This is an optimization exercise on Yosys and OpenROAD, whose aim is small area, not a production implementation. Function was checked by simulation only, so behaviour that the tests miss may differ from the original.

Setup of tundra:
==> flow/design.v <==
module avmm_fir_coef_bank #(
  parameter int N_TAPS    = 16,
  parameter int COEF_W    = 16,
  parameter int DATA_W    = 32,
  parameter int ADDR_W    = 10,
  parameter int BURST_W   = 4,
  parameter int MAX_BURST = 8,
  parameter int N_PIO     = 8
) (
  input  logic                     clk_clk,
  input  logic                     reset_reset,
  input  logic [ADDR_W-1:0]        s0_address,
  input  logic                     s0_read,
  input  logic                     s0_write,
  input  logic [DATA_W-1:0]        s0_writedata,
  input  logic [DATA_W/8-1:0]      s0_byteenable,
  input  logic [BURST_W-1:0]       s0_burstcount,
  output logic [DATA_W-1:0]        s0_readdata,
  output logic                     s0_readdatavalid,
  output logic                     s0_waitrequest,
  output logic [N_PIO-1:0]         pio_export,
  output logic [N_TAPS*COEF_W-1:0] coef_active,
  output logic                     coef_busy,
  output logic                     coef_update
);
  logic [15:0] shadow_q [16];
  logic [15:0] active_q [16];
  logic [7:0]  pio_q;
  logic        burst_err_q, commit_pend_q;
  logic [4:0]  st_q;
  logic        busy_q;
  logic [2:0]  rem_q;
  logic [10:0] addr_q;
  logic        rd1_valid_q;
  logic [15:0] readdata_q;
  logic        readdatavalid_q;
  logic        rem_nz, rd_busy, wr_open, waitreq, rd_acc, wr_first, wr_beat, we;
  logic        bc_bad, wr_open_nxt, commit_hit, status_clr, start_copy;
  logic [2:0]  bc_rem;
  logic [10:0] addr_inc, waddr;
  logic        w_sh, w_ctrl, w_status, w_pio, w_set, w_clr;
  logic [15:0] rd_data;
  logic        sh_we;
  always_comb begin
    busy_q   = st_q[4];
    rem_nz   = (rem_q != 3'd0);
    rd_busy  = rem_nz & rd1_valid_q;
    wr_open  = rem_nz & !rd1_valid_q;
    waitreq  = busy_q | rd_busy | (wr_open & s0_read & !s0_write);
    rd_acc   = s0_read & !s0_write & !busy_q & !rem_nz;
    wr_first = s0_write & !busy_q & !rem_nz;
    wr_beat  = s0_write & wr_open;
    we       = s0_write & !busy_q & !rd_busy;
    bc_bad   = (s0_burstcount == 4'd0) || (s0_burstcount > 4'd8);
    bc_rem   = bc_bad ? 3'd0 : 3'(s0_burstcount - 4'd1);
    addr_inc = addr_q + 11'd1;
    waddr    = wr_first ? {1'b0, s0_address} : addr_inc;
    if (wr_first)     wr_open_nxt = (bc_rem != 3'd0);
    else if (wr_beat) wr_open_nxt = (rem_q != 3'd1);
    else              wr_open_nxt = wr_open;
    w_ctrl   = (waddr == 11'd0);
    w_status = (waddr == 11'd1);
    w_pio    = (waddr == 11'd2);
    w_set    = (waddr == 11'd3);
    w_clr    = (waddr == 11'd4);
    w_sh     = (waddr[10:4] == 7'b0010000);
    commit_hit = we & w_ctrl & s0_byteenable[0] & s0_writedata[0];
    status_clr = we & w_status & s0_byteenable[0] & s0_writedata[1];
    start_copy = (commit_hit | commit_pend_q) & !wr_open_nxt & !busy_q;
    sh_we      = we & w_sh;
  end
  always_comb begin
    rd_data = 16'd0;
    if (addr_q == 11'd1) rd_data = {14'd0, burst_err_q, busy_q};
    else if (addr_q == 11'd2) rd_data = {8'd0, pio_q};
    else if (addr_q[10:4] == 7'b0010000) rd_data = shadow_q[addr_q[3:0]];
    else if (addr_q[10:4] == 7'b0100000) rd_data = active_q[addr_q[3:0]];
  end
  always_ff @(posedge clk_clk or posedge reset_reset) begin
    if (reset_reset) begin
      pio_q           <= '0;
      burst_err_q     <= 1'b0;
      commit_pend_q   <= 1'b0;
      st_q            <= '0;
      rem_q           <= '0;
      rd1_valid_q     <= 1'b0;
      readdata_q      <= '0;
      readdatavalid_q <= 1'b0;
    end else begin
      rd1_valid_q <= rd_acc | rd_busy;
      if (rd_acc | wr_first) rem_q <= bc_rem;
      else if (rd_busy | wr_beat) rem_q <= rem_q - 3'd1;
      readdatavalid_q <= rd1_valid_q;
      if (rd1_valid_q) readdata_q <= rd_data;
      if (we) begin
        if (w_pio)      pio_q <= s0_byteenable[0] ? s0_writedata[7:0] : pio_q;
        else if (w_set) pio_q <= pio_q | (s0_writedata[7:0] & {8{s0_byteenable[0]}});
        else if (w_clr) pio_q <= pio_q & ~(s0_writedata[7:0] & {8{s0_byteenable[0]}});
      end
      if (status_clr) burst_err_q <= 1'b0;
      if ((rd_acc | wr_first) & bc_bad) burst_err_q <= 1'b1;
      commit_pend_q <= (commit_hit | commit_pend_q) & !start_copy;
      if (busy_q) st_q <= (st_q[3:0] == 4'd15) ? 5'b00001 : {1'b1, st_q[3:0] + 4'd1};
      else        st_q <= {start_copy, 4'd0};
    end
  end
  always_ff @(posedge clk_clk) begin
    if (rd_acc | wr_first)      addr_q <= {1'b0, s0_address};
    else if (rd_busy | wr_beat) addr_q <= addr_inc;
  end
  for (genvar i = 0; i < 16; i++) begin : g_tap
    always_ff @(posedge clk_clk or posedge reset_reset) begin
      if (reset_reset) begin
        shadow_q[i] <= '0;
        active_q[i] <= '0;
      end else begin
        if (sh_we & (waddr[3:0] == i)) begin
          if (s0_byteenable[0]) shadow_q[i][7:0]  <= s0_writedata[7:0];
          if (s0_byteenable[1]) shadow_q[i][15:8] <= s0_writedata[15:8];
        end
        if (busy_q & (st_q[3:0] == i)) active_q[i] <= shadow_q[i];
      end
    end
    assign coef_active[i*16 +: 16] = active_q[i];
  end
  assign s0_readdata      = {{16{readdata_q[15]}}, readdata_q};
  assign s0_readdatavalid = readdatavalid_q;
  assign s0_waitrequest   = waitreq;
  assign pio_export       = pio_q;
  assign coef_busy        = busy_q;
  assign coef_update      = !st_q[4] & st_q[0];
endmodule
export LEC_CHECK = 0
export ABC_AREA = 1
export CAP_MARGIN = 10
export CORE_MARGIN = 2
export CORE_UTILIZATION = 65
export SLEW_MARGIN = 10
create_clock -name core_clock -period 10.0 [get_ports {clk_clk}]
standard.sh (not shown) runs the stock make flow with config.mk's settings and CLKGATE_MAP_FILE= SYNTH_SCRIPT=/design/flow/synth_recipe.tcl, a recipe that flattens the netlist after the stock synthesis.
==> flow/flow/run.sh <==
#!/bin/bash
# Layout flow: the standard flow (standard.sh) with these changes to how
# the layout is built:
#  1. after the standard synthesis, its combinational logic is mapped again
#     for area by Yosys/ABC (flow/remap.ys, flow/remap.abc), and 2:1 selects
#     are then built from a22o cells with shared select inverters
#     (flow/mux_to_a22o.py); every flip-flop is kept as the standard
#     synthesis made it (same instances, names and cell types);
#  2. ports are buffered with buf_1 instead of clkdlybuf4s50_1;
#  3. CTS uses clkbuf_4 clusters of at most 8 sinks and no dummy loads.
# Each tool writes its full output to its own log file in this folder
# (ORFS's steps also keep their logs under orfs/logs/).
set -euo pipefail
ARGS=(
  "BUFFER_PORTS_ARGS=-buffer_cell sky130_fd_sc_hd__buf_1"
  "CTS_ARGS=-sink_clustering_enable -repair_clock_nets -dont_use_dummy_load -buf_list sky130_fd_sc_hd__clkbuf_4 -sink_clustering_size 8 -sink_clustering_max_diameter 80"
)
RES=orfs/results/$FLOW_PLATFORM/avmm_fir_coef_bank/base
LIB=$FLOW_HOME/platforms/$FLOW_PLATFORM/lib/sky130_fd_sc_hd__tt_025C_1v80.lib

# 1. standard synthesis
bash standard.sh "${ARGS[@]}" synth > flow_synth.log 2>&1

# 2. re-map its combinational logic
cp "$RES/1_2_yosys.v" std_netlist.v
cp "$LIB" lib.lib
python3 flow/abc_lib.py lib.lib lib_abc.lib > python_abc_lib.log 2>&1
yosys -q -p "read_liberty -ignore_miss_func lib.lib; write_verilog -noattr models.v" > yosys_models.log 2>&1
python3 flow/comb_models.py models.v comb.v > python_comb_models.log 2>&1
DONTUSE=$(grep -o 'cell *( *"\?sky130_fd_sc_hd__[a-z0-9_]*' lib.lib | sed 's/.*(\s*"\?//' \
  | grep -E 'lpflow|probe' | sed 's/^/-dont_use /' | tr '\n' ' ')
sed "s/@DONTUSE@/$DONTUSE/; s#@ABCSCRIPT@#$PWD/flow/remap.abc#" flow/remap.ys > remap_run.ys
yosys -s remap_run.ys > yosys_remap.log 2>&1
python3 flow/mux_to_a22o.py remapped_abc.v remapped.v 2 > python_mux_to_a22o.log 2>&1
yosys -s flow/check.ys > yosys_check.log 2>&1
cp remapped.v "$RES/1_2_yosys.v"
rm -f "$RES/1_synth.odb" "$RES/1_synth.sdc"

# 3. the rest of the standard flow on the re-mapped netlist
bash standard.sh "${ARGS[@]}" finish > flow_standard.log 2>&1
==> flow/flow/mux_to_a22o.py <==
# Replace each mux2 cell whose select also drives other mux2 cells by an
# a22o cell (X = S&A1 | Sn&A0), with one shared inverter per select net:
# a22o_1 is smaller than mux2_1, and the inverter is shared.
import re, sys, collections
src = open(sys.argv[1]).read()
cell_re = re.compile(r'(\n\s*)(sky130_fd_sc_hd__mux2_\d)\s+(\S+)\s*\((.*?)\);', re.S)
pin_re = re.compile(r'\.(\w+)\(([^()]*)\)')
muxes = []
for m in cell_re.finditer(src):
    pins = {k: v.strip() for k, v in pin_re.findall(m.group(4))}
    muxes.append((m, pins))
count = collections.Counter(p['S'] for _, p in muxes)
inv_of = {}
decls = []
out = []
pos = 0
n = 0
for m, p in muxes:
    s = p['S']
    if count[s] < int(sys.argv[3]):
        continue
    if s not in inv_of:
        w = 'mux_sel_n_%d' % len(inv_of)
        inv_of[s] = w
        decls.append('  wire %s;\n  sky130_fd_sc_hd__inv_1 mux_sel_inv_%d (\n    .A(%s ),\n    .Y(%s)\n  );\n'
                     % (w, len(inv_of) - 1, s, w))
    out.append(src[pos:m.start()])
    out.append('%ssky130_fd_sc_hd__a22o_1 %s (\n    .A1(%s ),\n    .A2(%s ),\n    .B1(%s),\n    .B2(%s ),\n    .X(%s )\n  );'
               % (m.group(1), m.group(3), s, p['A1'], inv_of[s], p['A0'], p['X']))
    pos = m.end()
    n += 1
out.append(src[pos:])
res = ''.join(out)
i = res.rindex('endmodule')
res = res[:i] + ''.join(decls) + res[i:]
open(sys.argv[2], 'w').write(res)
print('replaced %d mux2 cells, %d shared inverters' % (n, len(inv_of)))
==> flow/flow/remap.abc <==
strash
dch -f
map -a
mfs2
strash
dch -f
map -a
mfs2
strash
dch -f
map -a
topo
Other scripts of this flow, unchanged in this note and not shown: flow/flow/abc_lib.py, flow/flow/check.ys, flow/flow/comb_models.py, flow/flow/remap.ys
tundra finished every step from synthesis to the final layout, and the layout passed the timing, DRC and antenna checks.
--- input diff tundra..indigo ---
-- flow/flow/run.sh --
<<< tundra, line 9
#  2. ports are buffered with buf_1 instead of clkdlybuf4s50_1;
#  3. CTS uses clkbuf_4 clusters of at most 8 sinks and no dummy loads.
# Each tool writes its full output to its own log file in this folder
>>> indigo, line 9
#  2. ports are buffered with buf_1 instead of clkdlybuf4s50_1;
#  3. CTS uses clkbuf_8 clusters of at most 15 sinks and no dummy loads.
# Each tool writes its full output to its own log file in this folder
<<< tundra, line 15
  "BUFFER_PORTS_ARGS=-buffer_cell sky130_fd_sc_hd__buf_1"
  "CTS_ARGS=-sink_clustering_enable -repair_clock_nets -dont_use_dummy_load -buf_list sky130_fd_sc_hd__clkbuf_4 -sink_clustering_size 8 -sink_clustering_max_diameter 80"
)
>>> indigo, line 15
  "BUFFER_PORTS_ARGS=-buffer_cell sky130_fd_sc_hd__buf_1"
  "CTS_ARGS=-sink_clustering_enable -repair_clock_nets -dont_use_dummy_load -buf_list sky130_fd_sc_hd__clkbuf_8 -sink_clustering_size 15 -sink_clustering_max_diameter 50"
)
-- flow/flow/mux_to_a22o.py --
<<< tundra, line 24
        inv_of[s] = w
        decls.append('  wire %s;\n  sky130_fd_sc_hd__inv_1 mux_sel_inv_%d (\n    .A(%s ),\n    .Y(%s)\n  );\n'
                     % (w, len(inv_of) - 1, s, w))
>>> indigo, line 24
        inv_of[s] = w
        decls.append('  wire %s;\n  sky130_fd_sc_hd__inv_2 mux_sel_inv_%d (\n    .A(%s ),\n    .Y(%s)\n  );\n'
                     % (w, len(inv_of) - 1, s, w))
==> flow/flow/remap.abc <==
strash
&get -n
&dch -f
&nf -a -R 1000
&put
mfs2
strash
&get -n
&dch -f
&nf -a -R 1000
&put
mfs2
strash
&get -n
&dch -f
&nf -a -R 1000
&put
mfs2
strash
&get -n
&dch -f
&nf -a -R 1000
&put
topo
-- flow/config.mk --
<<< tundra, line 10
export CORE_MARGIN = 2
export CORE_UTILIZATION = 65
export SLEW_MARGIN = 10
>>> indigo, line 10
export CORE_MARGIN = 2
export CORE_UTILIZATION = 60
export SLEW_MARGIN = 10
[summary]
- From tundra to indigo the numbers moved as follows: sequential share of layout area higher, area of the die higher, count of inserted antenna diode cells lower.

==> port drivers added, routing unchanged <==
No port has a modelled driver above. Below, the same layouts with a new extraction and two added sets of constraints. Step 1: set_driving_cell puts a clkbuf_16 on clk_clk and a buf_2 on each other input, an assumption about the parent block. Step 2 also shifts input and output timing later by t, the mid clock arrival at the registers, as if the neighbouring blocks saw the same clock. a / b / c = ideal / step 1 / step 2; a / b = the first two.
run | shift t [ns] | slack for setup (ns) | hold WS [ns] | worst setup path after step 2 | slew at the worst register clock pin (ns)
tundra | 0.880 | 4.413 / 4.413 / 4.413 | 0.500 / 0.500 / 0.500 | register to register | 0.11 / 0.11
indigo | 0.721 | 5.267 / 5.305 / 4.584 | 0.500 / 0.500 / 0.500 | input to register | 0.10 / 0.10
After both steps every run listed still meets setup and hold. For indigo, which loses most, drivers alone change the setup slack by +0.038 ns; drivers and shift together by -0.683 ns.
